What follows belongs to an exercise in optimizing a design on an open flow for small area, a short achievable clock period and few clock cycles per item; a production flow would make more cautious choices.
Function was checked by simulation only, so behaviour that the tests miss may differ from the original.

==> run a: inputs <==
==> flow/design.v (excerpt) <==
module ascon_hash_top (
    input  logic              clk,
    input  logic              rst_i,
    input  logic              start_i,
    output logic              busy_o,
    output logic              done_o,
    input  hash_pkg::block_t  s_tdata_i,
    input  hash_pkg::keep_t   s_tkeep_i,
    input  logic              s_tlast_i,
    input  logic              s_tvalid_i,
    output logic              s_tready_o,
    output hash_pkg::block_t  m_tdata_o,
    output logic              m_tlast_o,
    output logic              m_tvalid_o,
    input  logic              m_tready_i
);
Settings: LEC_CHECK=0, CAP_MARGIN=20, CORE_MARGIN=2, CORE_UTILIZATION=40, SETUP_SLACK_MARGIN=5.0, SLEW_MARGIN=20; clock period 10.0 ns.
standard.sh (not shown) runs the stock make flow with config.mk's settings and CLKGATE_MAP_FILE= SYNTH_SCRIPT=/design/flow/synth_recipe.tcl, a recipe that flattens the netlist after the stock synthesis.
==> flow/flow/run.sh <==
#!/bin/bash
# Standard layout, except that ABC maps the combinational logic with an
# area-oriented script (flow/abc_speed.script). Registers are untouched.
set -euo pipefail
cp -r "$FLOW_HOME/scripts" myscripts
cp flow/abc_speed.script myscripts/abc_speed.script
bash standard.sh SCRIPTS_DIR="$PWD/myscripts" SETUP_SLACK_MARGIN=5.7 finish > standard.log 2>&1
==> flow/flow/abc_speed.script <==
&get -n
&st
&dch
&nf -a -R 1000
&put
topo
stime -c
==> inputs of run b, as changes to run a <==
==> flow/flow/run.sh (replaced) <==
#!/bin/bash
# The standard layout (standard.sh, all ORFS steps) with three changes:
#  - ABC maps the combinational logic with the area-oriented script in
#    flow/abc_speed.script (registers are mapped before ABC, unchanged);
#  - repair_timing aims for 5.5 ns of setup slack (SETUP_SLACK_MARGIN);
#  - ports are buffered with buf_2 instead of the default delay buffer.
# ORFS writes each tool's log under orfs/logs/; make's output goes to
# standard.log.
set -euo pipefail
cp -r "$FLOW_HOME/scripts" myscripts
cp flow/abc_speed.script myscripts/abc_speed.script
bash standard.sh SCRIPTS_DIR="$PWD/myscripts" SETUP_SLACK_MARGIN=5.7 \
    BUFFER_PORTS_ARGS="-buffer_cell sky130_fd_sc_hd__buf_2" RECOVER_POWER=100 finish > standard.log 2>&1
==> run_results.csv <==
group,metric,value,unit
status,status,"timing/DRC/antenna clean",
final_layout,num-fill-cells,8635,
final_layout,fin_util,54.8,%
sta,slew_violations,0,
grt,grt_antenna_before_repair,9,
grt,grt_use_met3,14.2,%
final_layout,area_growth,35.6,%
final_layout,sh_seq_area,12.9,%
final_layout,clk_share,3.18,%
drt,wirelength,245000,um
sta,post-route-period-util,44.8,%
worst_setup_path,crit_path_max_fanout,4,
worst_setup_path,reg2reg_depth,12,
(the above is from run a)
==> run_results.csv <==
group,metric,value,unit
final_layout,area_growth,32.6,%
status,failed_checks,"max-capacitance violations, max-slew violations",
worst_setup_path,reg2reg_depth,13,
flow_run,drv_cap,6,
grt,grt_antenna_before_repair,10,
status,status,"finished with violations",
grt,grt_use_met3,17.5,%
sta,slew_violations,302,
final_layout,num-fill-cells,8731,
(the above is from run b)
Testbench counts of run a, summed over its fixed seeds: cycles 21,306, bytes 20,059.
Testbench counts of run b, summed over its fixed seeds: cycles 21,306, bytes 20,059.

---

==> inputs of run G <==
==> flow/design.v <==
`timescale 1ns/10ps
package ascon_pkg;
    typedef logic [63:0] lane_t;
    typedef logic [319:0] state_t;
    localparam int ROUNDS = 12;
    typedef logic [3:0] round_idx_t;
    localparam logic [8*ROUNDS-1:0] ROUND_CONST = {
        8'h4b, 8'h5a, 8'h69, 8'h78,
        8'h87, 8'h96, 8'ha5, 8'hb4,
        8'hc3, 8'hd2, 8'he1, 8'hf0
    };
endpackage
`timescale 1ns/10ps
package hash_pkg;
    localparam int BLOCK_BITS = 64;
    localparam int KEEP_BITS = BLOCK_BITS / 8;
    typedef logic [BLOCK_BITS-1:0] block_t;
    typedef logic [KEEP_BITS-1:0] keep_t;
    localparam logic [63:0] HASH_IV = 64'h0000080100cc0002;
    localparam int DIGEST_WORDS = 4;
    typedef logic [1:0] beat_cnt_t;
endpackage
`timescale 1ns/10ps
module ascon_round (
    input  ascon_pkg::state_t     state_i,
    input  ascon_pkg::round_idx_t round_i,
    output ascon_pkg::state_t     state_o
);
    ascon_pkg::lane_t a0, a1, a2, a3, a4;
    ascon_pkg::lane_t t0, t1, t2, t3, t4;
    function automatic ascon_pkg::lane_t ror(input ascon_pkg::lane_t v, input int n);
        ror = (v >> n) | (v << (64 - n));
    endfunction
    always_comb begin
        a0 = state_i[0 +: 64];
        a1 = state_i[64 +: 64];
        a2 = state_i[128 +: 64] ^ {56'd0, ~round_i, round_i};
        a3 = state_i[192 +: 64];
        a4 = state_i[256 +: 64];
        a0 = a0 ^ a4;
        a4 = a4 ^ a3;
        a2 = a2 ^ a1;
        t0 = ~a0 & a1;
        t1 = ~a1 & a2;
        t2 = ~a2 & a3;
        t3 = ~a3 & a4;
        t4 = ~a4 & a0;
        a0 = a0 ^ t1;
        a1 = a1 ^ t2;
        a2 = a2 ^ t3;
        a3 = a3 ^ t4;
        a4 = a4 ^ t0;
        a1 = a1 ^ a0;
        a0 = a0 ^ a4;
        a3 = a3 ^ a2;
        a2 = ~a2;
        state_o[0 +: 64] = a0 ^ ror(a0, 19) ^ ror(a0, 28);
        state_o[64 +: 64] = a1 ^ ror(a1, 61) ^ ror(a1, 39);
        state_o[128 +: 64] = a2 ^ ror(a2, 1) ^ ror(a2, 6);
        state_o[192 +: 64] = a3 ^ ror(a3, 10) ^ ror(a3, 17);
        state_o[256 +: 64] = a4 ^ ror(a4, 7) ^ ror(a4, 41);
    end
endmodule
`timescale 1ns/10ps
module ascon_permutation #(
    parameter int K  = 2,
    parameter int JW = 3
) (
    input  ascon_pkg::state_t state_i,
    input  logic [JW-1:0]     step_i,
    output ascon_pkg::state_t state_o
);
    logic [320*(K+1)-1:0] chain;
    assign chain[319:0] = state_i;
    for (genvar k = 0; k < K; k++) begin : g_round
        ascon_round u_round (
            .state_i (chain[320*k +: 320]),
            .round_i (ascon_pkg::round_idx_t'({step_i, 1'(k)})),
            .state_o (chain[320*(k+1) +: 320])
        );
    end
    assign state_o = chain[320*K +: 320];
endmodule
`timescale 1ns/10ps
module ascon_padder (
    input  hash_pkg::block_t s_tdata_i,
    input  hash_pkg::keep_t  s_tkeep_i,
    output hash_pkg::block_t blk_o
);
    hash_pkg::keep_t pad_pos;
    assign pad_pos = ~s_tkeep_i & {s_tkeep_i[hash_pkg::KEEP_BITS-2:0], 1'b1};
    always_comb begin
        for (int b = 0; b < hash_pkg::KEEP_BITS; b++) begin
            if (s_tkeep_i[b]) blk_o[8*b +: 8] = s_tdata_i[8*b +: 8];
            else              blk_o[8*b +: 8] = {7'd0, pad_pos[b]};
        end
    end
endmodule
`timescale 1ns/10ps
`timescale 1ns/10ps
module ascon_hash_top (
    input  logic              clk,
    input  logic              rst_i,
    input  logic              start_i,
    output logic              busy_o,
    output logic              done_o,
    input  hash_pkg::block_t  s_tdata_i,
    input  hash_pkg::keep_t   s_tkeep_i,
    input  logic              s_tlast_i,
    input  logic              s_tvalid_i,
    output logic              s_tready_o,
    output hash_pkg::block_t  m_tdata_o,
    output logic              m_tlast_o,
    output logic              m_tvalid_o,
    input  logic              m_tready_i
);
    localparam int K  = 2;
    localparam int P  = 6;
    localparam int JW = 3;
    localparam ascon_pkg::state_t INIT_STATE = 320'hdd78040e4043feae_948dfde831a83e05_2cf6dc20c037822f_7f0feea630079ddc_d0dec9d479f0af4e;
    ascon_pkg::state_t state_q;
    ascon_pkg::state_t rounds;
    hash_pkg::block_t  pad_blk;
    hash_pkg::block_t  absorb_blk;
    logic [JW-1:0]     step_q;
    logic              busy_q;
    logic              need_q;     
    logic              extra_q;    
    logic              outv_q;     
    logic [1:0]        word_q;
    logic              last_step;
    logic              take_beat;
    logic              take_extra;
    logic              advance;
    assign last_step  = (step_q == JW'(P - 1));
    assign s_tready_o = busy_q && need_q && !extra_q && last_step;
    assign take_beat  = s_tready_o && s_tvalid_i;
    assign take_extra = need_q && extra_q && last_step;
    assign advance    = outv_q ? m_tready_i
                               : !(last_step && need_q && !extra_q && !s_tvalid_i);
    assign busy_o     = busy_q;
    assign m_tvalid_o = outv_q;
    assign m_tlast_o  = (word_q == 2'd3);
    assign m_tdata_o  = state_q[63:0];
    assign done_o     = outv_q && m_tready_i && (word_q == 2'd3);
    ascon_padder u_padder (
        .s_tdata_i (s_tdata_i),
        .s_tkeep_i (s_tkeep_i),
        .blk_o     (pad_blk)
    );
    ascon_permutation #(
        .K  (K),
        .JW (JW)
    ) u_permutation (
        .state_i (state_q),
        .step_i  (step_q),
        .state_o (rounds)
    );
    always_comb begin
        absorb_blk = '0;
        if (take_beat) absorb_blk = pad_blk;
        absorb_blk[0] = absorb_blk[0] | take_extra;
    end
    always_ff @(posedge clk) begin
        if (!busy_q) begin
            state_q <= INIT_STATE;
        end else if (advance) begin
            state_q <= {rounds[319:64], rounds[63:0] ^ absorb_blk};
        end
    end
    always_ff @(posedge clk) begin
        if (rst_i) begin
            busy_q  <= 1'b0;
            outv_q  <= 1'b0;
            need_q  <= 1'b0;
            extra_q <= 1'b0;
            word_q  <= 2'd0;
            step_q  <= JW'(P - 1);
        end else if (!busy_q) begin
            busy_q  <= start_i;
            outv_q  <= 1'b0;
            need_q  <= 1'b1;
            extra_q <= 1'b0;
            word_q  <= 2'd0;
            step_q  <= JW'(P - 1);
        end else if (advance) begin
            step_q <= last_step ? '0 : step_q + JW'(1);
            if (outv_q) begin
                outv_q <= 1'b0;
                word_q <= word_q + 2'd1;
                if (word_q == 2'd3) busy_q <= 1'b0;
            end else if (last_step) begin
                if (take_extra) begin
                    extra_q <= 1'b0;
                    need_q  <= 1'b0;
                end else if (take_beat) begin
                    if (s_tlast_i) begin
                        if (&s_tkeep_i) extra_q <= 1'b1;
                        else            need_q  <= 1'b0;
                    end
                end else begin
                    outv_q <= 1'b1;
                end
            end
        end
    end
endmodule
==> flow/flow/run.sh <==
#!/bin/bash
# Standard layout, except that ABC maps the combinational logic with an
# area-oriented script (flow/abc_speed.script). Registers are untouched.
set -euo pipefail
cp -r "$FLOW_HOME/scripts" myscripts
cp flow/abc_speed.script myscripts/abc_speed.script
bash standard.sh SCRIPTS_DIR="$PWD/myscripts" SETUP_SLACK_MARGIN=5.5 finish > standard.log 2>&1
==> flow/flow/abc_speed.script <==
&get -n
&st
&dch
&nf -a -R 1000
&put
topo
stime -c
==> flow/standard.sh <==
#!/bin/bash
# synth_recipe.tcl (not shown) runs the flow's synth.tcl, then flattens the netlist and writes it again
# the make line also repeats each setting of config.mk as NAME=value (left out here)
make -C /OpenROAD-flow-scripts/flow DESIGN_CONFIG=/design/flow/config.mk WORK_HOME=/design/flow/orfs CLKGATE_MAP_FILE= SYNTH_SCRIPT=/design/flow/synth_recipe.tcl "${@:-finish}"
==> flow/config.mk <==
export PLATFORM = sky130hd
export DESIGN_NAME = ascon_hash_top
export DESIGN_NICKNAME = ascon_hash_top
export VERILOG_FILES = /design/flow/design.v
export SDC_FILE = /design/flow/constraint.sdc
export NUM_CORES = 4
export LEC_CHECK = 0
export CAP_MARGIN = 20
export CORE_MARGIN = 2
export CORE_UTILIZATION = 40
export SETUP_SLACK_MARGIN = 5.0
export SLEW_MARGIN = 20
export TNS_END_PERCENT = 50
==> flow/constraint.sdc <==
create_clock -name core_clock -period 10.0 [get_ports {clk}]
set_input_delay 2.0000 -clock core_clock [delete_from_list [all_inputs] [get_ports {clk}]]
set_output_delay 2.0000 -clock core_clock [all_outputs]
set_load 0.01 [all_outputs]
==> inputs of run Z, as changes to run G <==
==> flow/run.sh (new file) <==
#!/bin/bash
# synth_recipe.tcl (not shown) runs the flow's synth.tcl, then flattens the netlist and writes it again
# the make line also repeats each setting of config.mk as NAME=value (left out here)
make -C /OpenROAD-flow-scripts/flow DESIGN_CONFIG=/design/flow/config.mk WORK_HOME=/design/flow/orfs CLKGATE_MAP_FILE= SYNTH_SCRIPT=/design/flow/synth_recipe.tcl finish
CORE_UTILIZATION = 50   (was 40)
TNS_END_PERCENT = not set   (was 50)
removed: flow/flow/run.sh
removed: flow/flow/abc_speed.script
removed: flow/standard.sh
==> inputs of run Y, as changes to run G <==
==> flow/flow/run.sh (replaced) <==
#!/bin/bash
# The standard layout (standard.sh, all ORFS steps) with three changes:
#  - ABC maps the combinational logic with the area-oriented script in
#    flow/abc_speed.script (registers are mapped before ABC, unchanged);
#  - repair_timing aims for 5.5 ns of setup slack (SETUP_SLACK_MARGIN);
#  - ports are buffered with buf_2 instead of the default delay buffer.
# ORFS writes each tool's log under orfs/logs/; make's output goes to
# standard.log.
set -euo pipefail
cp -r "$FLOW_HOME/scripts" myscripts
cp flow/abc_speed.script myscripts/abc_speed.script
bash standard.sh SCRIPTS_DIR="$PWD/myscripts" SETUP_SLACK_MARGIN=5.65 \
    BUFFER_PORTS_ARGS="-buffer_cell sky130_fd_sc_hd__buf_2" finish > standard.log 2>&1
CTS_CLUSTER_DIAMETER = 110   (was not set)
CTS_CLUSTER_SIZE = 20   (was not set)
TNS_END_PERCENT = not set   (was 50)
==> qor summary <==
Signed area change from the synthesized netlist to the final layout: run Y 31.2%; run Z 12.3%; run G 29.9%
Yosys top cell by area: run Y sky130_fd_sc_hd__xnor2_1; run Z sky130_fd_sc_hd__xnor3_1; run G sky130_fd_sc_hd__xnor2_1
Chip Width: run Y 311 um; run Z 303 um; run G 311 um
Worst path slowest cell: run Y sky130_fd_sc_hd__xnor2_2; run Z sky130_fd_sc_hd__xnor2_1; run G sky130_fd_sc_hd__xnor2_2
Run status: run Y timing/DRC/antenna clean; run Z timing/DRC/antenna clean; run G timing/DRC/antenna clean
Via Count: run Y 36.4k; run Z 36.0k; run G 36.3k
Worst Path Required: run Y 10.49 ns; run Z 10.59 ns; run G 10.51 ns
Maximum frequency from static timing analysis: run Y 0.220 GHz; run Z 0.190 GHz; run G 0.212 GHz
Synth top area share: run Y 0.351; run Z 0.201; run G 0.351
Critical path destination: run Y state_q[104]$_SDFFE_PN0N_; run Z state_q[216]$_SDFFE_PN1N_; run G state_q[95]$_SDFFE_PN0N_
Routed met1 length: run Y 91.3 mm; run Z 88.7 mm; run G 92.4 mm
Clock insertion delay at the later pin of the skew report: run Y 0.66 ns; run Z 0.68 ns; run G 0.68 ns
Clock tree cell share of total cell area: run Y 0.0198; run Z 0.0331; run G 0.0342
Hold Worst Slack: run Y 0.477 ns; run Z 0.465 ns; run G 0.470 ns
R2R cell count: run Y 13; run Z 11; run G 14
Testbench counts of run G, summed over its fixed seeds: cycles 21,306, bytes 20,059.
Testbench counts of run Z, summed over its fixed seeds: cycles 21,306, bytes 20,059.
Testbench counts of run Y, summed over its fixed seeds: cycles 21,306, bytes 20,059.

## what the ideal ports hide
Ports are ideal in the flow. The routed layouts listed here were re-timed in OpenROAD.
Step 1 assumes that a clkbuf_16 drives the clock port and a buf_2 every other input.
Step 2 also shifts input and output timing later by t, the mid clock arrival at the registers, as if the neighbouring blocks saw the same clock.
a / b / c = ideal ports / drivers / drivers and shift; a / b = the first two.
run	shift t [ns]	setup WS [ns]	slew at the worst register clock pin (ns)
run a	0.745	5.520 / 5.520 / 4.920	0.07 / 0.07
run b	0.732	3.509 / 3.558 / 2.826	0.07 / 0.07
run G	0.738	5.292 / 5.292 / 4.813	0.07 / 0.07
run Z	0.732	4.726 / 4.726 / 4.342	0.08 / 0.08
run Y	0.726	5.462 / 5.462 / 5.192	0.10 / 0.10
The setup slack of run b, which loses most, moves by +0.049 ns with the drivers and by -0.683 ns with both steps.
